What follows belongs to an exercise in optimizing a design on an open flow for small area, a short achievable clock period and few clock cycles; a production flow would make more cautious choices.
Where RTL was checked, it was by simulation tests only, not by an equivalence proof against the original.
For runs 5 and 6, only the layout was checked, not whether the RTL still works.
Power figures rest on the tool's default switching activity, not on a simulated workload.

## config.mk

```make
export PLATFORM = sky130hd
export DESIGN_NAME = periodic_task_table_scheduler
export DESIGN_NICKNAME = periodic_task_table_scheduler
export VERILOG_FILES = /design/flow/design.v
export SDC_FILE = /design/flow/constraint.sdc
export NUM_CORES = 4
export LEC_CHECK = 0
export CAP_MARGIN = 20
export CORE_MARGIN = 2
export CORE_UTILIZATION = 70
export CTS_CLUSTER_DIAMETER = 80
export CTS_CLUSTER_SIZE = 20
export PLACE_DENSITY = 0.72
export SETUP_SLACK_MARGIN = 3.2
export SLEW_MARGIN = 20
```

## run.sh

```bash
#!/bin/bash
# synth_recipe.tcl (not shown) runs the flow's synth.tcl, then flattens the netlist and writes it again
# the make line also repeats each setting of config.mk as NAME=value (left out here)
make -C /OpenROAD-flow-scripts/flow DESIGN_CONFIG=/design/flow/config.mk WORK_HOME=/design/flow/orfs CLKGATE_MAP_FILE= SYNTH_SCRIPT=/design/flow/synth_recipe.tcl finish
```

## constraint.sdc

```tcl
create_clock -name core_clock -period 6.0 [get_ports {i_clk}]
set_input_delay 1.2000 -clock core_clock [delete_from_list [all_inputs] [get_ports {i_clk}]]
set_output_delay 1.2000 -clock core_clock [all_outputs]
set_load 0.01 [all_outputs]
```

## design.v

```verilog
package ptts_pkg;
    localparam int NUM_SLOTS = 16;
    localparam int IDX_W     = (NUM_SLOTS > 1) ? $clog2(NUM_SLOTS) : 1;
    localparam int SLOT_W    = 4;
    localparam logic [2:0] CMD_ADD  = 3'd0;
    localparam logic [2:0] CMD_DEL  = 3'd1;
    localparam logic [2:0] CMD_QRY  = 3'd2;
    localparam logic [2:0] CMD_TICK = 3'd3;
    localparam logic [2:0] CMD_DSP  = 3'd4;
    localparam logic [1:0] ST_RUNNABLE = 2'd0;
    localparam logic [1:0] ST_RUNNING  = 2'd1;
    localparam logic [1:0] ST_STOPPED  = 2'd2;
    localparam logic [1:0] ST_ERROR    = 2'd3;
    localparam logic [1:0] K_ADD  = 2'd0;
    localparam logic [1:0] K_DEL  = 2'd1;
    localparam logic [1:0] K_STAT = 2'd2;
    localparam logic [1:0] K_FIRE = 2'd3;
    localparam logic [15:0] TICK_DIV_RST = 16'd392;
    typedef struct packed {
        logic [2:0]  cmd;
        logic [7:0]  task_key;
        logic [15:0] period;
    } t_item;
    typedef struct packed {
        logic [1:0] resp_kind;
        logic [7:0] out_task;
        logic [3:0] slot_index;
        logic [1:0] task_status;
        logic       ok;
        logic       last;
    } t_result;
    typedef struct packed {
        logic             accept;
        logic             scan;
        logic             flush;
        logic             last_slot;
        logic [IDX_W-1:0] idx;
        logic [2:0]       op;
    } t_dp_ctl;
    typedef struct packed {
        logic hit;
        logic wrap;
    } t_dp_sts;
endpackage
import ptts_pkg::*;
module periodic_task_table_scheduler (
    input  logic              i_clk,
    input  logic              i_rst_n,
    input  logic              start,
    output logic              busy,
    input  logic [26:0]       i_item,
    output logic              o_result_valid,
    output logic [17:0]       o_result,
    input  logic              i_cfg_valid,
    output logic              o_cfg_ready,
    input  logic [15:0]       i_cfg_data
);
    localparam int N = NUM_SLOTS;
    function automatic logic [N-1:0] first_one(input logic [N-1:0] v);
        logic seen;
        seen = 1'b0;
        for (int i = 0; i < N; i++) begin
            first_one[i] = v[i] && !seen;
            seen = seen | v[i];
        end
    endfunction
    function automatic logic [3:0] first_idx(input logic [N-1:0] v);
        first_idx = '0;
        for (int i = N - 1; i >= 0; i--) begin
            if (v[i]) first_idx = 4'(i);
        end
    endfunction
    function automatic logic many(input logic [N-1:0] v);
        logic seen;
        seen = 1'b0;
        many = 1'b0;
        for (int i = 0; i < N; i++) begin
            many = many | (seen && v[i]);
            seen = seen | v[i];
        end
    endfunction
    logic [7:0]   r_key [N];
    logic [15:0]  r_per [N];
    logic [15:0]  r_cd  [N];
    logic [N-1:0] r_run;
    logic [N-1:0] r_zero;        
    logic [15:0]  r_tick_div;
    logic [15:0]  r_pre;
    logic         r_wrap;        
    logic         r_busy;
    logic         r_vld;
    logic [17:0]  r_out;
    logic [N-1:0] r_pm;
    logic [2:0]  cmd;
    logic [7:0]  key_in;
    logic [15:0] per_in;
    assign cmd    = i_item[26:24];
    assign key_in = i_item[23:16];
    assign per_in = i_item[15:0];
    logic accept;
    assign accept = start && !r_busy;
    assign busy           = r_busy;
    assign o_cfg_ready    = !r_busy && !start;
    assign o_result_valid = r_vld;
    assign o_result       = r_out;
    logic [N-1:0] match, zero, due, per_zero, cd_one;
    logic [15:0]  borrow [N];
    always_comb begin
        for (int i = 0; i < N; i++) begin
            match[i] = (r_key[i] == key_in);
            zero[i]  = r_zero[i];
            per_zero[i] = (r_per[i] == '0);
            cd_one[i]   = (r_cd[i] == 16'd1);
            due[i]   = r_run[i] && zero[i];
            for (int b = 0; b < 16; b++) borrow[i][b] = ~|(r_cd[i] & ~(16'hFFFF << b));
        end
    end
    logic [N-1:0] fire, fire1, free1, match1;
    logic [3:0]   fire_idx, free_idx, match_idx;
    logic         fire_any, fire_many, free_any, match_any;
    logic [7:0]   fire_key;
    logic         match_run;
    assign fire      = r_busy ? r_pm : due;
    assign fire1     = first_one(fire);
    assign fire_idx  = first_idx(fire);
    assign fire_any  = |fire;
    assign fire_many = many(fire);
    assign free1     = first_one(~r_run);
    assign free_idx  = first_idx(~r_run);
    assign free_any  = ~&r_run;
    assign match1    = first_one(match);
    assign match_idx = first_idx(match);
    assign match_any = |match;
    always_comb begin
        fire_key  = '0;
        match_run = 1'b0;
        for (int i = 0; i < N; i++) begin
            fire_key  = fire_key | (fire1[i] ? r_key[i] : 8'd0);
            match_run = match_run | (match1[i] && r_run[i]);
        end
    end
    logic        n_vld, n_busy;
    logic [17:0] n_out;
    always_comb begin
        n_busy = 1'b0;
        n_vld  = 1'b0;
        n_out  = {K_FIRE, fire_key, fire_idx, ST_RUNNABLE, 1'b1, !fire_many};
        if (r_busy) begin
            n_vld  = 1'b1;
            n_busy = fire_many;
        end else if (accept) begin
            case (cmd)
                CMD_ADD: begin
                    n_vld = 1'b1;
                    n_out = free_any ? {K_ADD, key_in, free_idx, ST_RUNNABLE, 1'b1, 1'b1}
                                     : {K_ADD, key_in, 4'd0, ST_ERROR, 1'b0, 1'b1};
                end
                CMD_DEL: begin
                    n_vld = 1'b1;
                    n_out = match_any ? {K_DEL, key_in, match_idx, ST_STOPPED, 1'b1, 1'b1}
                                      : {K_DEL, key_in, 4'd0, ST_ERROR, 1'b0, 1'b1};
                end
                CMD_QRY: begin
                    n_vld = 1'b1;
                    n_out = match_any ? {K_STAT, key_in, match_idx,
                                         (match_run ? ST_RUNNABLE : ST_STOPPED), 1'b0, 1'b1}
                                      : {K_STAT, key_in, 4'd0, ST_ERROR, 1'b0, 1'b1};
                end
                CMD_DSP: begin
                    n_vld  = fire_any;
                    n_busy = fire_many;
                end
                default: ;
            endcase
        end
    end
    logic do_add, do_del, do_tick, do_dsp, cfg_we, n_wrap;
    assign do_add  = accept && (cmd == CMD_ADD);
    assign do_del  = accept && (cmd == CMD_DEL);
    assign do_tick = accept && (cmd == CMD_TICK);
    assign do_dsp  = accept && (cmd == CMD_DSP);
    assign cfg_we  = !r_busy && !start && i_cfg_valid;
    always_comb begin
        if (cfg_we)
            n_wrap = ({1'b0, r_pre} + 17'd1) >= {1'b0, i_cfg_data};
        else if (do_tick)
            n_wrap = r_wrap ? (r_tick_div <= 16'd1)
                            : (({1'b0, r_pre} + 17'd2) >= {1'b0, r_tick_div});
        else
            n_wrap = r_wrap;
    end
    always_ff @(posedge i_clk) begin
        if (!i_rst_n) begin
            r_busy     <= 1'b0;
            r_vld      <= 1'b0;
            r_pm       <= '0;
            r_run      <= '0;
            r_pre      <= '0;
            r_tick_div <= TICK_DIV_RST;
            r_wrap     <= 1'b0;
            for (int i = 0; i < N; i++) r_key[i] <= '0;
        end else begin
            r_busy <= n_busy;
            r_vld  <= n_vld;
            if (r_busy || do_dsp) r_pm <= fire & ~fire1;
            r_wrap <= n_wrap;
            if (cfg_we) r_tick_div <= i_cfg_data;
            if (do_tick) r_pre <= r_wrap ? 16'd0 : r_pre + 16'd1;
            for (int i = 0; i < N; i++) begin
                if (do_add && free1[i]) begin
                    r_key[i] <= key_in;
                    r_run[i] <= 1'b1;
                end
                if (do_del && match1[i]) r_run[i] <= 1'b0;
            end
        end
    end
    always_ff @(posedge i_clk) begin
        r_out <= n_out;
    end
    always_ff @(posedge i_clk) begin
        for (int i = 0; i < N; i++) begin
            if (do_add && free1[i]) begin
                r_per[i]  <= per_in;
                r_cd[i]   <= per_in;
                r_zero[i] <= (per_in == '0);
            end else begin
                if (do_dsp && due[i])
                    r_zero[i] <= per_zero[i];
                else if (do_tick && r_wrap && r_run[i] && !zero[i])
                    r_zero[i] <= cd_one[i];
                r_cd[i]  <= (r_cd[i] ^ (borrow[i] & {16{do_tick && r_wrap && r_run[i] && !zero[i]}}))
                          | (r_per[i] & {16{do_dsp && due[i]}});
            end
        end
    end
endmodule
```

==> results of run 1 <==
## synthesized netlist by cell type (50+ instances only)
library cell,n,area share
nand2_1,570,0.060
inv_1,84,0.0089
xor2_1,223,0.055
o21ai_0,117,0.017
nand3_1,76,0.011
xnor2_1,130,0.032
or3_1,54,0.0095
a21oi_1,508,0.072
ha_1,50,0.018
nor2_1,375,0.040
dfxtp_1,468,0.26
nor3_1,101,0.014
a31oi_1,60,0.011
nand4_1,69,0.012
edfxtp_1,272,0.23
clkbuf_1,179,0.019
nor4_1,148,0.026
## through the flow
stage	area, um^2	utilization	worst slack, ns	power [mW]
2_1_floorplan	36700	-	2.65	5.71
3_3_place_gp	36700	0.732	1.26	5.89
3_5_place_dp	36700	0.732	1.18	5.91
4_1_cts	39300	0.786	3.15	9.01
5_1_grt	40500	0.809	2.97	9.26
6_report	40500	0.809	3.05	9.07
## flip-flops by register name, indices dropped and copies added (netlist names), 16 cells and up
name / flops
r_run: 16
r_zero: 16
r_tick_div: 16
r_out: 18
r_key: 128
r_per: 256
r_pre: 16
r_cd: 256
## per-layer routing
metal	up-vias	global-route usage
met4	0	0.184
met3	367	0.0745
met5	-	0
met2	2309	0.628
li1	14200	-
met1	15200	0.557
## logic make-up (layout without fill, tap and decap cells)
| group | Yosys count | count (layout) |
|---|---|---|
| compound gates | 886 | 886 |
| xor+xnor | 353 | 353 |
| fa+ha+maj | 51 | 51 |
| buf+inv | 343 | 435 |
| mux | 2 | 2 |
| flops | 740 | 740 |
| simple gates | 1580 | 1584 |
## cell type report
type | instances | area (um^2) | share of cell area
clock buffers | 72 | 1210 | 0.0298
clock inverters | 9 | 125 | 0.00309
inverters | 88 | 515 | 0.0127
multi-input cells | 2876 | 17700 | 0.438
flip-flops and latches | 740 | 17600 | 0.434
well taps | 672 | 841 | 0.0208
repair buffers | 261 | 2440 | 0.0602
repair inverters | 5 | 40.0 | 0.000989
## repair_timing
item / 4_1_cts / 5_1_grt
pin swaps: 44 / 51
gates resized for setup: 209 / 115
cloned: 5 / 8
setup buffers: 80 / 62
setup endpoints to repair: 734 / 314
## worst max path at each step
stage / endpoint
CTS: o_cfg_ready
global placement: r_zero[3]$_DFFE_PP_
detailed placement: r_zero[3]$_DFFE_PP_
finish: r_out[4]$_DFF_P_
floorplan: r_cd[1][14]$_DFF_P_
global route: r_wrap$_SDFFE_PN0P_
## worst max-delay path, cell delays in order
cell      delay, ns
buf_16         0.15
buf_4          0.15
xor2_1         0.16
nor4_2         0.39
and2_1         0.29
nor4_4         0.06
buf_4          0.17
and4bb_4       0.22
o311a_1        0.37
a211oi_2       0.28
## power groups by stage
stage                     Clock [mW]  Combinational [mW]  Sequential [mW]
after global placement             0               0.474             5.42
after floorplan                    0               0.300             5.41
final                           3.20               0.572             5.30
after CTS                       3.19               0.520             5.30
after detailed placement           0               0.486             5.42
after global routing            3.36               0.596             5.31
==> impl_metrics.toml, run 1 <==
[final_layout]
fin_cells = 4723
post_route_cells_drive_above_1_share = 0.133
final_cell_mix = "nand2_1 (557), a21oi_1 (497), dfxtp_1 (452)"
final_nets = 4113
num_antenna_cells = 0
final_common_cell = "nand2_1"
fillers = 3152
area_growth_pct = 14.4

[setup_path]
worst_r2r_endpoint = "r_wrap$_SDFFE_PN0P_"
crit_type = "input pin to flip-flop"
critPathMaxFanout = 13
reg2reg_from = "r_pre[11]$_SDFFE_PN0P_"
arrival_ns = 3.45
critical_path_required_ns = 6.50
end_kind = "flip-flop"
cp-startpoint = "i_item[18]"
rrSetupSlack_ns = 3.12
reg2reg_depth = 12
startpoint_type = "input pin"

[clock_tree]
htreeDepth = 2
ctsLongestPathBuffers = 3
clock_latency_ns = 0.64
cts_buffers = 44
cts_tree = "yes"
clock-root-buffer = "clkbuf_16"
postCtsHoldBufs = 0
cts.sinks = 740
cts.reportedPaths.clkPinSlew_ns = 0.09

[synthesis]
ys_seq_area_frac = 0.495
ys_ff_latch = 740
synth_nets = 4052
synth-compound-area-share = 0.147
synth_ff_type = "dfxtp_1"
synth_top_family_by_area = "simple AND/OR/NAND/NOR gates"
synthArstFlopShare = 0
synth_edf_count = 272
synth-xor-area-share = 0.0873
yosys_warnings = 5
synthMuxAreaShare = 0.000566
synth-simple-area-share = 0.213
syn-mean-instance-area_um2 = 8.95
synthCells = 3955
syn-cell-area_um2 = 35400
ys_types = 90
synth_fa_ha_area_frac = 0.0180

[hold_path]
hp-class = "flip-flop to flip-flop"
worstHoldEndpoint = "r_pm[2]$_SDFFE_PN0P_"
min_path_cells = 2
hold_start = "r_pm[2]$_SDFFE_PN0P_"

[floorplan]
fp-row-count = 82
die_area_um2 = 52400
start_util = 0.707
die-height_um = 229
ioPinCount = 68
core-area_um2 = 50100
die_x_um = 229

[sta]
slew_headroom = 0.463
tightest_slew_ns = 0.803
period_needed_ns = 2.95
whs_ns = 0.466
rsz0062_at_grt = "yes"
min_period_over_period = 0.491
setup_viol = 0
setup_tns_ns = 0
drv_slew = 0
skew_ns = 0.0387
hold_viol = 0
fmax_mhz = 339

[detailed_routing]
dr_total_vias = 32100
avgRoutedWirePerCell_um = 23.7
wl_met2_um = 50200
wl_met3_um = 14300
drt-total-wl_um = 112000
drtPass1Iterations = 10
drc = 0
maxUsedRoutingLayer = "met4"
drt_iter0_drc = 4475
viasPerCell = 6.80
wl_met1_um = 42400
drtAntennaViolNets = 0

[pwr]
pwr-share-clk = 0.352
peakVddDrop_mv = 0.334
switching_share = 0.239
power.leakage_nw = 15.4
share_comb_of_total_power = 0.063
p_int_mw = 6.91
power.switching_mw = 2.17
power_frac_seq = 0.584
p_per_area_nw_per_um2 = 224

[flow_run]
drv_cap = 0

[grt]
grt_first_pass_wirelength_um = 167000
antenna_found_initial = 1
grt_overflow_total = 0
grt_max_degree = 88
grt_pass1_vias = 29600
gr-usage-all-layers = 0.405

[placed_design]
dp_hpwl_um = 68600
placedCellCount = 4487
io_buffers = 67
routabilityCongestion = 1.01

[status]
status = "timing/DRC/antenna clean"
Testbench counts, summed over its fixed seeds: cycles 21,292.
==> run 2: changes to the inputs <==
--- a/design.v
+++ b/design.v
@@ -86,3 +86,4 @@
     logic [N-1:0] r_zero;        
-    logic [15:0]  r_tick_div;
+    logic [15:0]  r_div_m2;
+    logic         r_div_le1;
     logic [15:0]  r_pre;
@@ -186,4 +187,3 @@
         else if (do_tick)
-            n_wrap = r_wrap ? (r_tick_div <= 16'd1)
-                            : (({1'b0, r_pre} + 17'd2) >= {1'b0, r_tick_div});
+            n_wrap = r_div_le1 || (!r_wrap && (r_pre >= r_div_m2));
         else
@@ -198,3 +198,4 @@
             r_pre      <= '0;
-            r_tick_div <= TICK_DIV_RST;
+            r_div_m2   <= TICK_DIV_RST - 16'd2;
+            r_div_le1  <= 1'b0;
             r_wrap     <= 1'b0;
@@ -206,3 +207,6 @@
             r_wrap <= n_wrap;
-            if (cfg_we) r_tick_div <= i_cfg_data;
+            if (cfg_we) begin
+                r_div_m2  <= i_cfg_data - 16'd2;
+                r_div_le1 <= (i_cfg_data <= 16'd1);
+            end
             if (do_tick) r_pre <= r_wrap ? 16'd0 : r_pre + 16'd1;
--- a/config.mk
+++ b/config.mk
@@ -9,6 +9,5 @@
 export CORE_MARGIN = 2
-export CORE_UTILIZATION = 70
+export CORE_UTILIZATION = 65
 export CTS_CLUSTER_DIAMETER = 80
 export CTS_CLUSTER_SIZE = 20
-export PLACE_DENSITY = 0.72
 export SETUP_SLACK_MARGIN = 3.2
==> run 2 against run 1 <==
  * Still clean
  * Total power increased by 0.38%
  * Clock skew decreased by 0.0054 ns
  * Sequential power about the same
  * Non-clock buffer count increased by 133
  * Cell count increased by 2.4%
  * First-iteration DRC count increased by 0.63%
  * Clock power about the same
  * Register-to-register slack got worse by 0.10 ns
  * Setup slack got worse by 0.19 ns
  * Hold slack got worse by 0.0053 ns
  * Via count increased by 1.3%
  * Routed wire length increased by 5.6%
  * Critical endpoint is now r_cd[13][14]$_DFF_P_
  * Largest cell class unchanged
==> impl_metrics.toml, run 2 <==
[status]
status = "timing/DRC/antenna clean"

[setup_path]
arrival_ns = 3.65
slowest_stage = "or3b_4"
critPathMaxFanout = 6
crit_family = "simple AND/OR/NAND/NOR gates"
path_cells = "buf_12 -> or3b_4 -> buf_6 -> or4_4 -> or3_4 -> buf_4 -> nor3_4 -> nand2_2 -> nor3_4 -> xnor2_1 -> a31oi_1"
crit_top_cell = "nor3_4"
crit_type = "input pin to flip-flop"
startpoint_type = "input pin"
critical_path_required_ns = 6.51
cpPeakStageDelay_ns = 0.46
crit_buf_inv = 3
end_kind = "flip-flop"

[grt]
grt_max_degree = 74
antenna_found_initial = 3
gr-usage-all-layers = 0.370
grt_pass1_vias = 29300
grt_overflow_total = 0
grt_first_pass_wirelength_um = 163000

[detailed_routing]
dr_total_vias = 32500
drtPass1Iterations = 6
viasPerCell = 6.73
drt-total-wl_um = 118000
drtAntennaViolNets = 0
drc = 0
drt_iter0_drc = 4503
avgRoutedWirePerCell_um = 24.5

[synthesis]
ys_seq_area_frac = 0.503
synthArstFlopShare = 0
synthCells = 3889
synth-xor-area-share = 0.0900
ys_types = 77
synth_common_cells = "a21oi_1 (526), nand2_1 (496), dfxtp_1 (469), nor2_1 (429), edfxtp_1 (272)"
synth-simple-area-share = 0.198
yosysMostFrequentCell = "a21oi_1"
syn-cell-area_um2 = 34900
synthMuxAreaShare = 0.000573
ys_ff_latch = 741
synth_ff_type = "dfxtp_1"
synth.largest_area_cell = "dfxtp_1"
synth_fa_ha_area_frac = 0.0182
synth_top_cells_by_area = "dfxtp_1 (27%), edfxtp_1 (23%), a21oi_1 (7.5%)"
synth-compound-area-share = 0.154
synth_nets = 3986
yosysTopAreaCellShare = 0.269
synth_edf_count = 272
synth_top_family_by_area = "simple AND/OR/NAND/NOR gates"
syn-mean-instance-area_um2 = 8.98
yosys_warnings = 5

[clock_tree]
postCtsHoldBufs = 0
cts_tree = "yes"
cts.sinks = 741
cts.reportedPaths.clkPinSlew_ns = 0.09
htreeDepth = 2
clock-root-buffer = "clkbuf_16"
cts_buffers = 44
ctsLongestPathBuffers = 3
clock_latency_ns = 0.63

[flow_run]
drv_cap = 0

[final_layout]
finish.instance_area_um2 = 43400
regArea_um2 = 17600
area_growth_pct = 24.1
multi_input_area_um2 = 18600
post_route_cells_drive_above_1_share = 0.206
final_common_cell = "a21oi_1"
num_antenna_cells = 0
top_regs = "r_cd: 256 flops, r_per: 256 flops, r_key: 128 flops"
final_util = 0.820
final_nets = 4210
fillers = 3133
final_cell_mix = "a21oi_1 (485), dfxtp_1 (454), nand2_1 (446)"

[sta]
min_period_over_period = 0.523
drv_slew = 0
fmax_mhz = 318
whs_ns = 0.461
rsz0062_at_grt = "yes"
skew_ns = 0.0333
slew_headroom = 0.247
tightest_slew_ns = 1.13
hold_viol = 0
setup_tns_ns = 0
setup_viol = 0
period_needed_ns = 3.14

[pwr]
peakVddDrop_mv = 0.266
total_power_mw = 9.11
power.leakage_nw = 16.6
p_per_area_nw_per_um2 = 210

[floorplan]
die_x_um = 236
die_area_um2 = 55600
start_util = 0.661
die-height_um = 236
fp-row-count = 84
core-area_um2 = 52900
ioPinCount = 68

[placed_design]
routabilityCongestion = 0.983
dp_hpwl_um = 67000
place_area_um2 = 36600
io_buffers = 67

[hold_path]
hp-class = "flip-flop to flip-flop"
==> run 2: cell types whose count changed after synthesis, moves of 13 or more <==
cell,change
a211oi_1,+14
a21oi_1,+18
a221o_1,-14
a22oi_1,+26
and2_1,-17
nand2_1,-74
nand3_1,-17
nor2_1,+54
o21ai_0,+13
or4_1,-13
xnor2_1,+36
xor2_1,-30
==> run 2: final timing paths <==
| check | endpoint | from | cells past startpoint | slack, ns |
|---|---|---|---|---|
| setup / recovery | r_cd[13][14]$_DFF_P_ | i_item[26] | 11 | 2.86 |
| hold / removal | r_pm[15]$_SDFFE_PN0P_ | r_pm[15]$_SDFFE_PN0P_ | 2 | 0.46 |
| setup reg to reg | r_cd[13][14]$_DFF_P_ | r_busy$_SDFF_PN0_ | 11 | 3.02 |
| hold reg to reg | r_pm[15]$_SDFFE_PN0P_ | r_pm[15]$_SDFFE_PN0P_ | 2 | 0.46 |
==> run 2: kinds of logic after synthesis <==
group	after synthesis
AO/OA/AOI/OAI	928
XOR/XNOR	359
adder cells (fa/ha/maj)	51
buffers and inverters	325
flip-flops	741
multiplexers	2
AND/OR/NAND/NOR	1483
==> run 2: area by class of cell <==
class | instances | share of cell area
repair buffers | 394 | 0.100
multi-input cells | 2834 | 0.429
clock inverters | 6 | 0.00164
repair inverters | 14 | 0.00355
clock buffers | 76 | 0.0291
inverters | 84 | 0.0109
flip-flops and latches | 741 | 0.406
well taps | 688 | 0.0199
==> run 2: per-layer routing <==
layer	vias up	wire length, um	track usage
met5	-	29	0
met4	4	5750	0.130
met3	416	13000	0.0442
met2	2193	55000	0.605
met1	15600	44600	0.511
li1	14300	-	-
==> run 2: worst register-to-register path, stage by stage (launching register included) <==
cell and delay (ns):
dfxtp_4 0.37, buf_8 0.17, or3b_4 0.46, buf_6 0.15
or4_4 0.46, or3_4 0.36, buf_4 0.15, nor3_4 0.15
nand2_2 0.14, nor3_4 0.17, xnor2_1 0.17, a31oi_1 0.13
==> run 2: timing repair <==
item | 4_1_cts | 5_1_grt
endpoints found under the setup margin | 730 | 491
pin swaps | 73 | 172
resized for setup | 291 | 416
hold endpoints to repair | 0 | 0
buffers inserted | 100 | 125
gates cloned | 14 | 41
==> run 2: through the flow <==
| stage | setup WS, ns | cells |
|---|---|---|
| after detailed placement | 0.734 | 4475 |
| after global placement | 0.872 | 4475 |
| after floorplan | 2.58 | 3889 |
| after global routing | 2.76 | 4837 |
| final | 2.86 | 4837 |
| after CTS | 2.90 | 4671 |
==> run 2: report_power, final <==
group          internal [mW]  switching (mW)  leakage [nW]
logic                  0.211           0.381          9.74
registers               5.26          0.0674          6.27
clock network           1.46            1.72         0.635
total                   6.93            2.17          16.6
Testbench counts of run 2, summed over its fixed seeds: cycles 21,292.
==> run 3: changes to the inputs <==
--- a/design.v
+++ b/design.v
@@ -201,3 +201,2 @@
             r_wrap     <= 1'b0;
-            for (int i = 0; i < N; i++) r_key[i] <= '0;
         end else begin
@@ -214,3 +213,2 @@
                 if (do_add && free1[i]) begin
-                    r_key[i] <= key_in;
                     r_run[i] <= 1'b1;
@@ -223,2 +221,9 @@
         r_out <= n_out;
+    end
+    logic [7:0] key_wr;
+    assign key_wr = key_in & {8{i_rst_n}};
+    always_ff @(posedge i_clk) begin
+        for (int i = 0; i < N; i++) begin
+            if (!i_rst_n || (do_add && free1[i])) r_key[i] <= key_wr;
+        end
     end
==> run 3 against run 2 <==
  * Core utilization shrank 3.2 points
  * Critical path depth fell by 1
  * Sequential power up 4.7%
  * Routed wire length shrank 15%
  * Die area down 0.45%
  * Area after synthesis fell by 0.45%
  * Clock-buffer cell count decreased by 2
  * Total power grew 2.3%
  * Cell count shrank 8.5%
  * Hold slack improved by 0.0097 ns
  * Clock power decreased by 4%
  * Largest power group unchanged
  * Highest routed layer is now met4
==> impl_metrics.toml, run 3 <==
[status]
status = "timing/DRC/antenna clean"

[detailed_routing]
drtAntennaViolNets = 0
avgRoutedWirePerCell_um = 22.7
dr_total_vias = 28800
drt_iter0_drc = 3136
drc = 0
viasPerCell = 6.51
drt-total-wl_um = 100000
drtPass1Iterations = 6

[clock_tree]
htreeDepth = 2
cts.sinks = 741
cts_buffers = 43
cts.reportedPaths.clkPinSlew_ns = 0.10
ctsLongestPathBuffers = 3
clock-root-buffer = "clkbuf_16"
clock_latency_ns = 0.62
cts_tree = "yes"

[grt]
antenna_found_initial = 0
grt_first_pass_wirelength_um = 151000
grt_pass1_vias = 27200
grt_overflow_total = 0
grt_max_degree = 47
gr-usage-all-layers = 0.346

[pwr]
peakVddDrop_mv = 0.276
power.leakage_nw = 16.3
total_power_mw = 9.31
p_per_area_nw_per_um2 = 224

[floorplan]
core-area_um2 = 52800
fp-row-count = 84
start_util = 0.659
die_area_um2 = 55400
die-height_um = 235
die_x_um = 235
ioPinCount = 68

[setup_path]
slowest_stage = "or4_4"
path_cells = "buf_12 -> and4bb_4 -> buf_6 -> nand4b_4 -> or3_4 -> or4_4 -> or3_4 -> nor3_4 -> xnor2_1 -> a31oi_1"
end_kind = "flip-flop"
startpoint_type = "input pin"
crit_top_cell = "or3_4"
cpPeakStageDelay_ns = 0.44
arrival_ns = 3.53
critPathMaxFanout = 4
critical_path_required_ns = 6.48
crit_type = "input pin to flip-flop"

[final_layout]
area_growth_pct = 19.6
top_regs = "r_cd: 256 flops, r_per: 256 flops, r_key: 128 flops"
num_antenna_cells = 0
final_util = 0.788
final_nets = 3799
final_common_cell = "edfxtp_1"
fillers = 3312
final_cell_mix = "edfxtp_1 (400), a21oi_1 (379), nor2_1 (351)"
post_route_cells_drive_above_1_share = 0.194

[sta]
skew_ns = 0.0307
setup_tns_ns = 0
slew_headroom = 0.269
drv_slew = 0
rsz0062_at_grt = "yes"
setup_viol = 0
hold_viol = 0
fmax_mhz = 328
tightest_slew_ns = 1.09
period_needed_ns = 3.05
min_period_over_period = 0.509

[synthesis]
ys_types = 81
synth_top_family_by_area = "simple AND/OR/NAND/NOR gates"
ys_seq_area_frac = 0.542
yosys_warnings = 5
synth_top_cells_by_area = "edfxtp_1 (35%), dfxtp_1 (20%), a21oi_1 (5.5%)"
syn-mean-instance-area_um2 = 9.95
synth_edf_count = 400
synth.largest_area_cell = "edfxtp_1"
synth-compound-area-share = 0.136
synth-xor-area-share = 0.0886
synthCells = 3496
yosysMostFrequentCell = "nor2_1"
synthMuxAreaShare = 0.00230
synth-simple-area-share = 0.181
synthArstFlopShare = 0
synth_ff_type = "edfxtp_1"
ys_ff_latch = 741
yosysTopAreaCellShare = 0.345
syn-cell-area_um2 = 34800
synth_fa_ha_area_frac = 0.0180
synth_nets = 3593
synth_common_cells = "nor2_1 (405), edfxtp_1 (400), a21oi_1 (384), dfxtp_1 (341), nand2_1 (263)"

[placed_design]
dp_hpwl_um = 61400
io_buffers = 67
routabilityCongestion = 0.994

[flow_run]
drv_cap = 0

[hold_path]
hp-class = "flip-flop to flip-flop"
-- run 3: per-stage QoR --
step,setup slack [ns],hold slack [ns],cells,cell area (um^2)
after floorplan,2.61,0.441,3496,36400
after global placement,1.47,0.450,4111,36800
after detailed placement,1.37,0.459,4111,36800
after CTS,2.99,0.472,4331,40000
after global routing,2.89,0.493,4424,41600
final,2.95,0.470,4424,41600
-- run 3: logic make-up after synthesis --
family | count (synthesis)
AND/OR/NAND/NOR | 1277
AO/OA/AOI/OAI | 787
flip-flops | 741
XOR/XNOR | 352
buffers and inverters | 281
adder cells (fa/ha/maj) | 50
multiplexers | 8
-- run 3: worst paths after layout --
| kind | from | endpoint | slack, ns | cells after the start |
|---|---|---|---|---|
| setup reg to reg | r_busy$_SDFF_PN0_ | r_cd[3][12]$_DFF_P_ | 3.06 | 10 |
| hold / removal | r_pm[11]$_SDFFE_PN0P_ | r_pm[11]$_SDFFE_PN0P_ | 0.47 | 2 |
| hold reg to reg | r_pm[11]$_SDFFE_PN0P_ | r_pm[11]$_SDFFE_PN0P_ | 0.47 | 2 |
| setup / recovery | i_item[26] | r_cd[3][12]$_DFF_P_ | 2.95 | 10 |
-- run 3: per-layer routing --
layer | vias to the layer above | part of all wire | global-route usage
met5 | - | 0 | 0
met4 | 0 | 0.041 | 0.135
met3 | 272 | 0.094 | 0.0564
met2 | 1475 | 0.46 | 0.557
met1 | 14000 | 0.40 | 0.473
li1 | 13100 | - | -
-- run 3: critical path, delay by kind of cell --
kind | cells | cell delay, ns
xor+xnor | 1 | 0.13
compound gates | 1 | 0.09
buf+inv | 2 | 0.26
simple gates | 6 | 1.85
-- run 3: where the power goes --
group | leakage [nW] | switching (mW) | internal (mW)
sequential | 6.50 | 0.110 | 5.47
clock | 0.597 | 1.68 | 1.38
combinational | 9.23 | 0.400 | 0.265
-- run 3: final cells by class --
| cell class | count | area, um^2 | area share |
|---|---|---|---|
| sequential | 741 | 18900 | 0.454 |
| timing repair inverter | 1 | 7.51 | 0.000181 |
| multi-input combinational | 2478 | 16900 | 0.407 |
| inverter | 82 | 364 | 0.00876 |
| tap | 688 | 861 | 0.0207 |
| clock buffer | 74 | 1200 | 0.0289 |
| timing repair buffer | 355 | 3300 | 0.0793 |
| clock inverter | 5 | 53.8 | 0.00129 |
-- run 3: what timing repair did --
action                                  4_1_cts  5_1_grt
pin swaps                                    70      132
hold buffers                                  0        0
endpoints found under the setup margin      729      258
cloned                                       11        1
resized for setup                           224      181
setup buffers                               130       92
Testbench counts of run 3, summed over its fixed seeds: cycles 21,292.
==> run 4: changes to the inputs <==
--- a/config.mk
+++ b/config.mk
@@ -10,4 +10,2 @@
 export CORE_UTILIZATION = 65
-export CTS_CLUSTER_DIAMETER = 80
-export CTS_CLUSTER_SIZE = 20
 export SETUP_SLACK_MARGIN = 3.2
==> run 4 against run 3 <==
  * Synthesized cell count did not move
  * Via count is 1.6% higher
  * Area after synthesis unchanged
  * Sequential share of layout area down 1.0 points
  * Setup slack got worse by 0.016 ns
  * Maximum frequency decreased by 0.53%
  * Total power increased by 16%
  * Combinational power up 0.6%
  * Cell area increased by 2.3%
  * Core utilization increased by 1.8 points
==> impl_metrics.toml, run 4 <==
[sta]
setup_viol = 0
min_period_over_period = 0.511
period_needed_ns = 3.07
fmax_mhz = 326
slew_headroom = 0.225
hold_viol = 0
skew_ns = 0.0237
tightest_slew_ns = 1.16
drv_slew = 0
rsz0062_at_grt = "yes"
setup_tns_ns = 0

[setup_path]
critical_path_required_ns = 6.50
crit_family = "simple AND/OR/NAND/NOR gates"
cpPeakStageDelay_ns = 0.44
crit_type = "input pin to flip-flop"
arrival_ns = 3.57
end_kind = "flip-flop"
rrSetupSlack_ns = 3.08
reg2reg_depth = 10
path_cells = "buf_12 -> and4bb_4 -> buf_6 -> nand4b_4 -> or3_4 -> or4_4 -> or3_4 -> nor3_4 -> xnor2_1 -> a31oi_1"
crit_top_cell = "or3_4"
startpoint_type = "input pin"
worst_r2r_endpoint = "r_cd[3][12]$_DFF_P_"
slowest_stage = "or4_4"
cp.depth = 10
critPathMaxFanout = 4
reg2reg_from = "r_busy$_SDFF_PN0_"
crit_buf_inv = 2

[grt]
grt_pass1_vias = 27300
use_met3 = 0.0605
grtUsageMet2 = 0.566
grt_overflow_total = 0
met1_usage = 0.477
grt_max_degree = 47
antenna_found_initial = 1
gr-usage-all-layers = 0.351
grt_first_pass_wirelength_um = 153000
grt_most_used_layer = "met2"

[detailed_routing]
drc = 0
viasPerCell = 6.54
drt_iter0_drc = 3249
dr_total_vias = 29200
avgRoutedWirePerCell_um = 23.0
drtPass1Iterations = 8
drtAntennaViolNets = 0
drt-total-wl_um = 103000

[floorplan]
ioPinCount = 68
die_area_um2 = 55400
die-height_um = 235
fp-row-count = 84
start_util = 0.659
die_x_um = 235
core-area_um2 = 52800

[final_layout]
fillers = 3125
final_cell_mix = "edfxtp_1 (400), a21oi_1 (379), nor2_1 (350)"
area_growth_pct = 22.3
final_nets = 3818
fin_cells = 4469
finish.instance_area_um2 = 42500
final_common_cell = "edfxtp_1"
post_route_cells_drive_above_1_share = 0.205
top_regs = "r_cd: 256 flops, r_per: 256 flops, r_key: 128 flops"
num_antenna_cells = 0

[synthesis]
syn-cell-area_um2 = 34800
synth_edf_count = 400
synth_top_cells_by_area = "edfxtp_1 (35%), dfxtp_1 (20%), a21oi_1 (5.5%)"
synth_common_cells = "nor2_1 (405), edfxtp_1 (400), a21oi_1 (384), dfxtp_1 (341), nand2_1 (263)"
synthArstFlopShare = 0
syn-mean-instance-area_um2 = 9.95
ys_types = 81
ys_seq_area_frac = 0.542
yosys_warnings = 5
synth_nets = 3593
yosysTopAreaCellShare = 0.345
ys_ff_latch = 741
synth.largest_area_cell = "edfxtp_1"
yosysMostFrequentCell = "nor2_1"
synth_ff_type = "edfxtp_1"
synthCells = 3496

[flow_run]
drv_cap = 0

[placed_design]
io_buffers = 67
place_area_um2 = 36800
routabilityCongestion = 0.994
placedCellCount = 4111
dp_hpwl_um = 61400

[clock_tree]
cts_tree = "yes"
clock-root-buffer = "clkbuf_16"
clock_latency_ns = 0.63
cts.sinks = 741
cts_buffers = 75
cts.reportedPaths.clkPinSlew_ns = 0.06
ctsLongestPathBuffers = 3
htreeDepth = 3

[hold_path]
min_path_cells = 2
worstHoldEndpoint = "r_pm[11]$_SDFFE_PN0P_"
hold_start = "r_pm[11]$_SDFFE_PN0P_"
hp-class = "flip-flop to flip-flop"

[pwr]
peakVddDrop_mv = 0.304
power.leakage_nw = 16.8
p_per_area_nw_per_um2 = 254

[status]
status = "timing/DRC/antenna clean"
==> run 4: cell counts after synthesis <==
Identical to the previous run, type by type.
==> run 4: per-stage QoR <==
| step | total power, mW | setup slack [ns] | hold slack [ns] | util |
|---|---|---|---|---|
| floorplan | 6.04 | 2.61 | 0.441 | - |
| global placement | 6.23 | 1.47 | 0.450 | 0.698 |
| detailed placement | 6.25 | 1.37 | 0.459 | 0.698 |
| CTS | 10.8 | 2.95 | 0.468 | 0.777 |
| global route | 11.1 | 2.90 | 0.489 | 0.806 |
| finish | 10.8 | 2.93 | 0.467 | 0.806 |
==> run 4: layout make-up <==
type | instances | area [um^2] | area share
timing repair inverter | 2 | 12.5 | 0.000294
tap | 688 | 861 | 0.0202
timing repair buffer | 341 | 3100 | 0.0730
sequential | 741 | 18900 | 0.443
inverter | 82 | 364 | 0.00856
multi-input combinational | 2478 | 17000 | 0.399
clock buffer | 98 | 2090 | 0.0491
clock inverter | 39 | 275 | 0.00647
==> run 4: worst reg2reg max path: cells and delay by family (launching register included) <==
| kind | cells | cell delay (ns) |
|---|---|---|
| and+or+nand+nor | 6 | 1.89 |
| DFF | 1 | 0.35 |
| buffers and inverters | 2 | 0.32 |
| AOI/OAI and AO/OA | 1 | 0.09 |
| xor gates and xnor gates | 1 | 0.13 |
==> run 4: routing by layer <==
metal  up-vias  part of all wire
li1      13200                 -
met5         -                 0
met4         0             0.044
met2      1678              0.46
met1     14100              0.39
met3       302              0.10
==> run 4: worst max-delay path by stage <==
stage	from	endpoint	slack, ns
final	i_item[26]	r_cd[3][12]$_DFF_P_	2.93
after global placement	i_item[26]	r_run[15]$_SDFFE_PP0P_	1.47
after detailed placement	i_item[26]	r_zero[7]$_DFFE_PP_	1.37
after global routing	i_item[26]	r_cd[3][12]$_DFF_P_	2.90
after CTS	i_item[26]	r_cd[3][12]$_DFF_P_	2.95
after floorplan	i_item[26]	r_cd[9][13]$_DFF_P_	2.61
==> run 4: power by group <==
| part | internal (mW) | total [mW] | switching [mW] |
|---|---|---|---|
| Clock | 2.55 | 4.54 | 1.99 |
| Combinational | 0.263 | 0.669 | 0.406 |
| Sequential | 5.48 | 5.59 | 0.111 |
==> run 4: kinds of logic after synthesis <==
kind of cell	Yosys count	synth area share
xor+xnor	352	0.0886
flops	741	0.542
simple gates	1277	0.181
buf+inv	281	0.0318
fa+ha+maj	50	0.0180
mux	8	0.00230
compound gates	787	0.136
==> run 4: timing repair <==
item	in CTS	in global routing
pin swaps	65	115
buffers inserted	120	89
resized for setup	206	204
hold buffers	0	0
endpoints found under the setup margin	728	271
gates cloned	10	2
==> run 5: changes to the inputs <==
--- a/design.v
+++ b/design.v
@@ -83,9 +83,11 @@
     logic [15:0]  r_per [N];
-    logic [15:0]  r_cd  [N];
+    logic [15:0]  r_dl  [N];     
     logic [N-1:0] r_run;
-    logic [N-1:0] r_zero;        
-    logic [15:0]  r_div_m2;
-    logic         r_div_le1;
+    logic [N-1:0] r_due;         
+    logic [15:0]  r_now;         
+    logic [15:0]  r_tick_div;
     logic [15:0]  r_pre;
     logic         r_wrap;        
+    logic [N-1:0] r_ld;
+    logic [15:0]  r_ld_per;
     logic         r_busy;
@@ -106,4 +108,5 @@
     assign o_result       = r_out;
-    logic [N-1:0] match, zero, due, per_zero, cd_one;
-    logic [15:0]  borrow [N];
+    logic [15:0] now_inc;
+    assign now_inc = r_now + 16'd1;
+    logic [N-1:0] match, reach, per_zero;
     always_comb begin
@@ -111,7 +114,4 @@
             match[i] = (r_key[i] == key_in);
-            zero[i]  = r_zero[i];
             per_zero[i] = (r_per[i] == '0);
-            cd_one[i]   = (r_cd[i] == 16'd1);
-            due[i]   = r_run[i] && zero[i];
-            for (int b = 0; b < 16; b++) borrow[i][b] = ~|(r_cd[i] & ~(16'hFFFF << b));
+            reach[i] = r_ld[i] ? (r_ld_per == 16'd1) : (r_dl[i] == now_inc);
         end
@@ -122,4 +122,5 @@
     logic [7:0]   fire_key;
+    logic [15:0]  fire_per;
     logic         match_run;
-    assign fire      = r_busy ? r_pm : due;
+    assign fire      = r_busy ? r_pm : r_due;
     assign fire1     = first_one(fire);
@@ -136,2 +137,3 @@
         fire_key  = '0;
+        fire_per  = '0;
         match_run = 1'b0;
@@ -139,2 +141,3 @@
             fire_key  = fire_key | (fire1[i] ? r_key[i] : 8'd0);
+            fire_per  = fire_per | (fire1[i] ? r_per[i] : 16'd0);
             match_run = match_run | (match1[i] && r_run[i]);
@@ -177,3 +180,3 @@
     end
-    logic do_add, do_del, do_tick, do_dsp, cfg_we, n_wrap;
+    logic do_add, do_del, do_tick, do_dsp, do_fire, cfg_we, n_wrap;
     assign do_add  = accept && (cmd == CMD_ADD);
@@ -182,3 +185,8 @@
     assign do_dsp  = accept && (cmd == CMD_DSP);
+    assign do_fire = r_busy || do_dsp;       
     assign cfg_we  = !r_busy && !start && i_cfg_valid;
+    logic [N-1:0] load;
+    logic [15:0]  load_per;
+    assign load     = do_add ? free1 : (do_fire ? fire1 : '0);
+    assign load_per = do_add ? per_in : fire_per;
     always_comb begin
@@ -187,3 +195,4 @@
         else if (do_tick)
-            n_wrap = r_div_le1 || (!r_wrap && (r_pre >= r_div_m2));
+            n_wrap = r_wrap ? (r_tick_div <= 16'd1)
+                            : (({1'b0, r_pre} + 17'd2) >= {1'b0, r_tick_div});
         else
@@ -194,2 +203,3 @@
             r_busy     <= 1'b0;
+            r_ld       <= '0;
             r_vld      <= 1'b0;
@@ -197,22 +207,32 @@
             r_run      <= '0;
+            r_due      <= '0;
+            r_now      <= '0;
             r_pre      <= '0;
-            r_div_m2   <= TICK_DIV_RST - 16'd2;
-            r_div_le1  <= 1'b0;
+            r_tick_div <= TICK_DIV_RST;
             r_wrap     <= 1'b0;
+            for (int i = 0; i < N; i++) r_key[i] <= '0;
         end else begin
             r_busy <= n_busy;
+            r_ld   <= load;
             r_vld  <= n_vld;
-            if (r_busy || do_dsp) r_pm <= fire & ~fire1;
+            if (do_fire) r_pm <= fire & ~fire1;
             r_wrap <= n_wrap;
-            if (cfg_we) begin
-                r_div_m2  <= i_cfg_data - 16'd2;
-                r_div_le1 <= (i_cfg_data <= 16'd1);
+            if (cfg_we) r_tick_div <= i_cfg_data;
+            if (do_tick) r_pre <= r_wrap ? 16'd0 : r_pre + 16'd1;
+            if (do_tick && r_wrap) r_now <= now_inc;
+            for (int i = 0; i < N; i++) begin
+                if (load[i]) begin
+                    r_due[i] <= do_add ? (per_in == '0) : per_zero[i];
+                end else if (do_tick && r_wrap && r_run[i] && !r_due[i]) begin
+                    r_due[i] <= reach[i];
+                end
+                if (do_add && free1[i]) begin
+                    r_key[i] <= key_in;
+                    r_run[i] <= 1'b1;
+                end
+                if (do_del && match1[i]) begin
+                    r_run[i] <= 1'b0;
+                    r_due[i] <= 1'b0;
+                end
             end
-            if (do_tick) r_pre <= r_wrap ? 16'd0 : r_pre + 16'd1;
-            for (int i = 0; i < N; i++) begin
-                if (do_add && free1[i]) begin
-                    r_run[i] <= 1'b1;
-                end
-                if (do_del && match1[i]) r_run[i] <= 1'b0;
-            end
         end
@@ -220,25 +240,9 @@
     always_ff @(posedge i_clk) begin
-        r_out <= n_out;
-    end
-    logic [7:0] key_wr;
-    assign key_wr = key_in & {8{i_rst_n}};
+        r_out    <= n_out;
+        r_ld_per <= load_per;
+    end
     always_ff @(posedge i_clk) begin
         for (int i = 0; i < N; i++) begin
-            if (!i_rst_n || (do_add && free1[i])) r_key[i] <= key_wr;
-        end
-    end
-    always_ff @(posedge i_clk) begin
-        for (int i = 0; i < N; i++) begin
-            if (do_add && free1[i]) begin
-                r_per[i]  <= per_in;
-                r_cd[i]   <= per_in;
-                r_zero[i] <= (per_in == '0);
-            end else begin
-                if (do_dsp && due[i])
-                    r_zero[i] <= per_zero[i];
-                else if (do_tick && r_wrap && r_run[i] && !zero[i])
-                    r_zero[i] <= cd_one[i];
-                r_cd[i]  <= (r_cd[i] ^ (borrow[i] & {16{do_tick && r_wrap && r_run[i] && !zero[i]}}))
-                          | (r_per[i] & {16{do_dsp && due[i]}});
-            end
+            if (do_add && free1[i]) r_per[i] <= per_in;
+            if (r_ld[i])            r_dl[i]  <= r_now + r_ld_per;
         end
==> run 5 against run 4 <==
  * Critical path type unchanged
  * Largest cell class unchanged
  * Synthesized cell count fell by 9.0%
  * Maximum frequency rose by 2.2%
  * Cell area rose by 9.9%
  * Sequential share of layout area rose by 0.54 points
  * Critical path depth rose by 2
  * Register-to-register slack got worse by 0.06 ns
  * Still clean on timing, DRC and antenna
==> impl_metrics.toml, run 5 <==
[detailed_routing]
dr_total_vias = 30100
drtAntennaViolNets = 0
viasPerCell = 6.91
drtPass1Iterations = 8
avgRoutedWirePerCell_um = 28.9
drt_iter0_drc = 4595
drc = 0
drt-total-wl_um = 126000

[synthesis]
yosysTopAreaCellShare = 0.421
synth_top_cells_by_area = "edfxtp_1 (42%), dfxtp_1 (15%), xor2_1 (6.6%)"
synth_edf_count = 512
synth_nets = 3278
syn-mean-instance-area_um2 = 11.5
ys_ff_latch = 788
synth_ff_type = "edfxtp_1"
synth_common_cells = "edfxtp_1 (512), dfxtp_1 (276), xor2_1 (275), nor2_1 (261), nand2_1 (203)"
syn-cell-area_um2 = 36500
synth.largest_area_cell = "edfxtp_1"
synthArstFlopShare = 0
ys_seq_area_frac = 0.572
synthCells = 3180
ys_types = 94
yosysMostFrequentCell = "edfxtp_1"
yosys_warnings = 4

[final_layout]
final_common_cell = "edfxtp_1"
post_route_cells_drive_above_1_share = 0.260
fin_cells = 4359
final_nets = 3642
area_growth_pct = 28.0
top_regs = "r_dl: 256 flops, r_per: 256 flops, r_key: 128 flops"
fillers = 2776
final_cell_mix = "edfxtp_1 (512), buf_4 (292), xor2_1 (256)"

[grt]
use_met3 = 0.0826
grt_overflow_total = 0
grt_max_degree = 93
grt_most_used_layer = "met2"
grt_first_pass_wirelength_um = 172000
grt_pass1_vias = 28200
gr-usage-all-layers = 0.398
grtUsageMet2 = 0.640
antenna_found_initial = 3
met1_usage = 0.504

[setup_path]
path_cells = "buf_6 -> buf_12 -> buf_4 -> buf_4 -> xnor2_1 -> nand4_1 -> o211ai_1 -> nand3_1 -> a211oi_2 -> o311ai_2 -> a211oi_2 -> a21oi_1"
slowest_stage = "o211ai_1"
critPathMaxFanout = 13
cpPeakStageDelay_ns = 0.38
crit_type = "input pin to flip-flop"
reg2reg_from = "r_now[0]$_SDFFE_PN0P_"
critical_path_required_ns = 6.49
arrival_ns = 3.49
cp-startpoint = "i_item[21]"
end_kind = "flip-flop"
startpoint_type = "input pin"

[sta]
drv_slew = 0
fmax_mhz = 333
rsz0062_at_grt = "yes"
setup_viol = 0
min_period_over_period = 0.500
hold_viol = 0
slew_headroom = 0.282
period_needed_ns = 3.00
tightest_slew_ns = 1.08
skew_ns = 0.0295
setup_tns_ns = 0

[floorplan]
die_area_um2 = 58100
die-height_um = 241
core-area_um2 = 55300
fp-row-count = 86
die_x_um = 241
start_util = 0.661
ioPinCount = 68

[clock_tree]
htreeDepth = 3
cts_buffers = 80
postCtsHoldBufs = 0
clock_latency_ns = 0.65
ctsLongestPathBuffers = 3
cts.reportedPaths.clkPinSlew_ns = 0.06
cts_tree = "yes"
clock-root-buffer = "clkbuf_16"
cts.sinks = 788

[hold_path]
hold_start = "r_tick_div[0]$_SDFFE_PN0P_"
hp-class = "flip-flop to flip-flop"

[status]
status = "timing/DRC/antenna clean"

[placed_design]
placedCellCount = 3903
routabilityCongestion = 0.963
dp_hpwl_um = 74600
io_buffers = 67

[pwr]
power.leakage_nw = 16.7
peakVddDrop_mv = 0.253
p_per_area_nw_per_um2 = 244

[flow_run]
drv_cap = 0
## run 5: changes by cell type after synthesis, sizes merged, moves of 51 or more
cell / previous run / this run
a21oi: 384 / 164
nor2: 406 / 265
edfxtp: 400 / 512
mux2i: 8 / 100
dfxtp: 341 / 276
xor2: 215 / 276
nand2: 263 / 204
or3: 64 / 13
## run 5: layer usage
| layer | vias to the layer above | part of all wire |
|---|---|---|
| met2 | 2224 | 0.46 |
| met3 | 591 | 0.11 |
| met4 | 4 | 0.074 |
| met5 | - | 0.00029 |
| met1 | 14600 | 0.35 |
| li1 | 12700 | - |
## run 5: cell type report
cell class              instances  area [um^2]  share of cell area
flip-flops and latches        788        21000               0.449
repair buffers                468         4800               0.103
well taps                     748          936              0.0200
diodes                          2         5.00            0.000107
clock buffers                 117         2280              0.0487
multi-input cells            2143        17200               0.367
inverters                      63          245             0.00524
clock inverters                30          334             0.00714
## run 5: path summary, 6_finish.rpt
path	to	slack [ns]	depth (start not counted)
setup / recovery	r_out[4]$_DFF_P_	3.00	12
hold / removal	r_tick_div[0]$_SDFFE_PN0P_	0.48	2
setup reg to reg	r_due[11]$_SDFFE_PP0P_	3.02	12
hold reg to reg	r_tick_div[0]$_SDFFE_PN0P_	0.48	2
## run 5: cell families (layout without fill, tap and decap cells)
kind of cell / after synthesis / count (layout) / synth area share
compound gates: 586 / 586 / 0.115
xor+xnor: 438 / 438 / 0.108
fa+ha+maj: 51 / 51 / 0.0177
buf+inv: 256 / 678 / 0.0280
flops: 788 / 788 / 0.572
mux: 102 / 102 / 0.0280
other cells: 0 / 2 / 0
simple gates: 959 / 966 / 0.131
## run 5: metrics by stage
stage | cell area [um^2] | power, mW | hold slack [ns] | util | setup slack, ns
finish | 46800 | 11.4 | 0.483 | 0.846 | 3.00
global route | 46800 | 11.6 | 0.499 | 0.845 | 2.95
CTS | 44200 | 11.3 | 0.485 | 0.799 | 3.04
detailed placement | 38800 | 6.35 | 0.465 | 0.701 | 1.14
global placement | 38800 | 6.34 | 0.447 | 0.701 | 1.17
floorplan | 37500 | 6.17 | 0.441 | - | 2.56
## run 5: repair_timing
action                     4_1_cts  5_1_grt
gates cloned                    12       10
setup buffers                  143      142
resized for setup              372      234
hold endpoints to repair         0        0
setup endpoints to repair      570      336
pin swaps                      105      138
## run 5: critical path: cells and delay by family
kind,cells,cell delay [ns]
compound gates,5,1.22
xor+xnor,1,0.14
buf+inv,4,0.63
simple gates,2,0.30
## run 5: power breakdown
| part | internal, mW | switching, mW | total, mW |
|---|---|---|---|
| Combinational | 0.223 | 0.358 | 0.581 |
| Sequential | 5.78 | 0.0229 | 5.80 |
| Clock | 2.87 | 2.15 | 5.02 |
| Total | 8.87 | 2.53 | 11.4 |
==> run 6: changes to the inputs <==
--- a/config.mk
+++ b/config.mk
@@ -10,2 +10,3 @@
 export CORE_UTILIZATION = 65
+export CTS_BUF_LIST = sky130_fd_sc_hd__clkbuf_4
 export SETUP_SLACK_MARGIN = 3.2
==> run 6 against run 5 <==
  * Via count down 0.46%
  * Setup slack worse by 0.23 ns
  * Cell area down 4.1%
  * Synthesized cell count unchanged
  * Clock-buffer cell count up 172
  * Maximum frequency down 7.1%
  * Routed wire length down 3.8%
  * Critical path depth unchanged
  * Clock power down 11%
  * Register-to-register slack worse by 0.25 ns
  * Cell count up 2.2%
  * Largest power group unchanged
  * Highest routed layer unchanged
==> impl_metrics.toml, run 6 <==
[pwr]
total_power_mw = 10.8
power.leakage_nw = 16.1
p_per_area_nw_per_um2 = 240
peakVddDrop_mv = 0.249

[sta]
tightest_slew_ns = 1.08
fmax_mhz = 310
setup_tns_ns = 0
slew_headroom = 0.276
whs_ns = 0.483
period_needed_ns = 3.23
drv_slew = 0
setup_viol = 0
min_period_over_period = 0.538
skew_ns = 0.0445
rsz0062_at_grt = "yes"
hold_viol = 0
setup_ws_ns = 2.77

[grt]
gr-usage-all-layers = 0.393
grt_max_degree = 93
grt_first_pass_wirelength_um = 169000
antenna_found_initial = 3
grt_pass1_vias = 28500
grt_overflow_total = 0

[placed_design]
routabilityCongestion = 0.963
io_buffers = 67
place_area_um2 = 38800
dp_hpwl_um = 74600
dp_slack_ns = 1.14

[final_layout]
multi_input_area_um2 = 16700
final_cell_mix = "edfxtp_1 (512), clkbuf_4 (292), xor2_1 (272)"
final_common_cell = "edfxtp_1"
finish.instance_area_um2 = 44900
post_route_cells_drive_above_1_share = 0.263
top_regs = "r_dl: 256 flops, r_per: 256 flops, r_key: 128 flops"
fillers = 3200
final_nets = 3644
regArea_um2 = 21000
area_growth_pct = 22.8

[floorplan]
die_x_um = 241
die-height_um = 241
fp-row-count = 86
core-area_um2 = 55300
die_area_um2 = 58100
ioPinCount = 68
start_util = 0.661

[setup_path]
crit_type = "flip-flop to flip-flop"
critical_path_required_ns = 6.94
arrival_ns = 4.17
critPathMaxFanout = 7
rrSetupSlack_ns = 2.77
reg2reg_depth = 12
startpoint_type = "flip-flop"
end_kind = "flip-flop"
reg2reg_from = "r_now[9]$_SDFFE_PN0P_"
worst_r2r_endpoint = "r_due[2]$_SDFFE_PP0P_"

[clock_tree]
htreeDepth = 4
cts.sinks = 788
cts.reportedPaths.clkPinSlew_ns = 0.07
clock_latency_ns = 1.05
ctsLongestPathBuffers = 3
postCtsHoldBufs = 0
cts_tree = "yes"
clock-root-buffer = "clkbuf_4"
cts_buffers = 194

[synthesis]
synth_ff_type = "edfxtp_1"
yosysMostFrequentCell = "edfxtp_1"
syn-mean-instance-area_um2 = 11.5
ys_ff_latch = 788
synthCells = 3180
synth.largest_area_cell = "edfxtp_1"
synth_common_cells = "edfxtp_1 (512), dfxtp_1 (276), xor2_1 (275), nor2_1 (261), nand2_1 (203)"
yosys_warnings = 4
ys_types = 94
ys_seq_area_frac = 0.572
synth_edf_count = 512
syn-cell-area_um2 = 36500
synth_nets = 3278
synth_top_cells_by_area = "edfxtp_1 (42%), dfxtp_1 (15%), xor2_1 (6.6%)"
yosysTopAreaCellShare = 0.421
synthArstFlopShare = 0

[detailed_routing]
drtAntennaViolNets = 0
dr_total_vias = 30000
drt-total-wl_um = 121000
avgRoutedWirePerCell_um = 27.2
drc = 0
viasPerCell = 6.73
drt_iter0_drc = 3602
drtPass1Iterations = 9

[hold_path]
hp-class = "flip-flop to flip-flop"
min_path_cells = 2
hold_start = "r_key[3][4]$_SDFFE_PN0P_"
worstHoldEndpoint = "r_key[3][4]$_SDFFE_PN0P_"

[status]
status = "timing/DRC/antenna clean"

[flow_run]
drv_cap = 0
## run 6: changes by cell type in the layout (fill, tap and decap cells not counted), sizes merged, moves of 2 or more
cell	previous run	this run
buf	402	305
bufinv	5	1
clkbuf	126	300
clkdlybuf4s15	0	2
clkdlybuf4s50	50	34
clkinv	19	58
clkinvlp	5	3
diode	2	4
dlygate4sd2	4	0
## run 6: area by class of cell
cell class / count / area share
Sequential cell: 788 / 0.468
Multi-Input combinational cell: 2143 / 0.373
Timing Repair Buffer: 356 / 0.0778
Clock buffer: 289 / 0.0484
Tap cell: 748 / 0.0209
Clock inverter: 63 / 0.00675
Inverter: 63 / 0.00547
Antenna cell: 4 / 0.000223
## run 6: what timing repair did
item	4_1_cts	5_1_grt
setup buffers	99	77
gates cloned	13	6
resized for setup	329	192
pin swaps	74	95
setup endpoints to repair	563	284
endpoints found under the hold margin	0	0
## run 6: power by group
part           total [mW]  internal (mW)  switching (mW)
Clock                4.47           2.25            2.22
Combinational       0.498          0.171           0.327
Sequential           5.80           5.78          0.0232
## run 6: kinds of logic after synthesis
family,after synthesis,synth area share
fa+ha+maj,51,0.0177
flops,788,0.572
buf+inv,256,0.0280
mux,102,0.0280
xor+xnor,438,0.108
compound gates,586,0.115
simple gates,959,0.131
## run 6: worst max path at each step
stage | start | end | cells past startpoint | slack (ns)
after global placement | i_item[25] | r_key[15][2]$_SDFFE_PN0P_ | 8 | 1.17
after floorplan | i_item[26] | r_run[14]$_SDFFE_PP0P_ | 10 | 2.56
after detailed placement | i_item[25] | r_key[15][2]$_SDFFE_PN0P_ | 8 | 1.14
after CTS | r_busy$_SDFF_PN0_ | o_cfg_ready | 3 | 2.99
final | r_now[9]$_SDFFE_PN0P_ | r_due[2]$_SDFFE_PP0P_ | 12 | 2.77
after global routing | r_now[9]$_SDFFE_PN0P_ | r_due[2]$_SDFFE_PP0P_ | 12 | 2.76
## run 6: worst max-delay path: stages (launching register included)
cell and delay, ns:
dfxtp_2 0.35, buf_12 0.14, nand3_4 0.08, or3_4 0.43, nor4_4 0.49, buf_4 0.25
xnor2_4 0.14, buf_12 0.19, buf_12 0.16, buf_6 0.10, xor2_1 0.17, nand4_1 0.39
a21oi_1 0.25
## run 6: per-layer routing
metal  share of wire  global-route usage  vias to the layer above  wire length, um
met3            0.11              0.0819                      484            13100
li1                -                   -                    12800                -
met1            0.36               0.495                    14600            43500
met5        0.000074                   0                        -                9
met4           0.069               0.237                        2             8380
met2            0.46               0.628                     2072            56000
## run 6: metrics by stage
| step | cells | util |
|---|---|---|
| final | 4454 | 0.811 |
| after global routing | 4453 | 0.811 |
| after CTS | 4367 | 0.782 |
| after detailed placement | 3903 | 0.701 |
| after global placement | 3903 | 0.701 |
| after floorplan | 3180 | - |

re-timing with driven ports:
The results above use ideal ports. As a check the final layouts listed here were re-extracted and re-timed, cells and wires unchanged.
Step 1: set_driving_cell puts a clkbuf_16 on i_clk and a buf_2 on each other input, an assumption about the parent block.
Step 2 also shifts input and output timing later by t, the mid clock arrival at the registers, as if the neighbouring blocks saw the same clock.
Slacks: no drivers / after step 1 / after step 2; pairs: no drivers / after step 1.
run	shift t [ns]	setup slack, ns	worst setup path after step 2	latest minus earliest clock arrival (ns)	worst slew at a driven data input, ns
run 1	0.683	3.051 / 2.971 / 2.287	input to register	0.040 / 0.041	0.23
run 2	0.675	2.860 / 2.851 / 2.176	input to register	0.034 / 0.034	0.10
run 3	0.671	2.949 / 2.954 / 2.284	input to register	0.031 / 0.031	0.07
run 4	0.678	2.932 / 2.937 / 2.259	input to register	0.024 / 0.024	0.07
run 5	0.700	3.000 / 3.015 / 2.323	input to register	0.031 / 0.030	0.08
run 6	1.083	2.770 / 2.770 / 2.041	input to register	0.052 / 0.051	0.04
After both steps setup and hold are still met in every run listed. The setup slack of run 1, which loses most, moves by -0.080 ns with the drivers and by -0.764 ns with both steps.
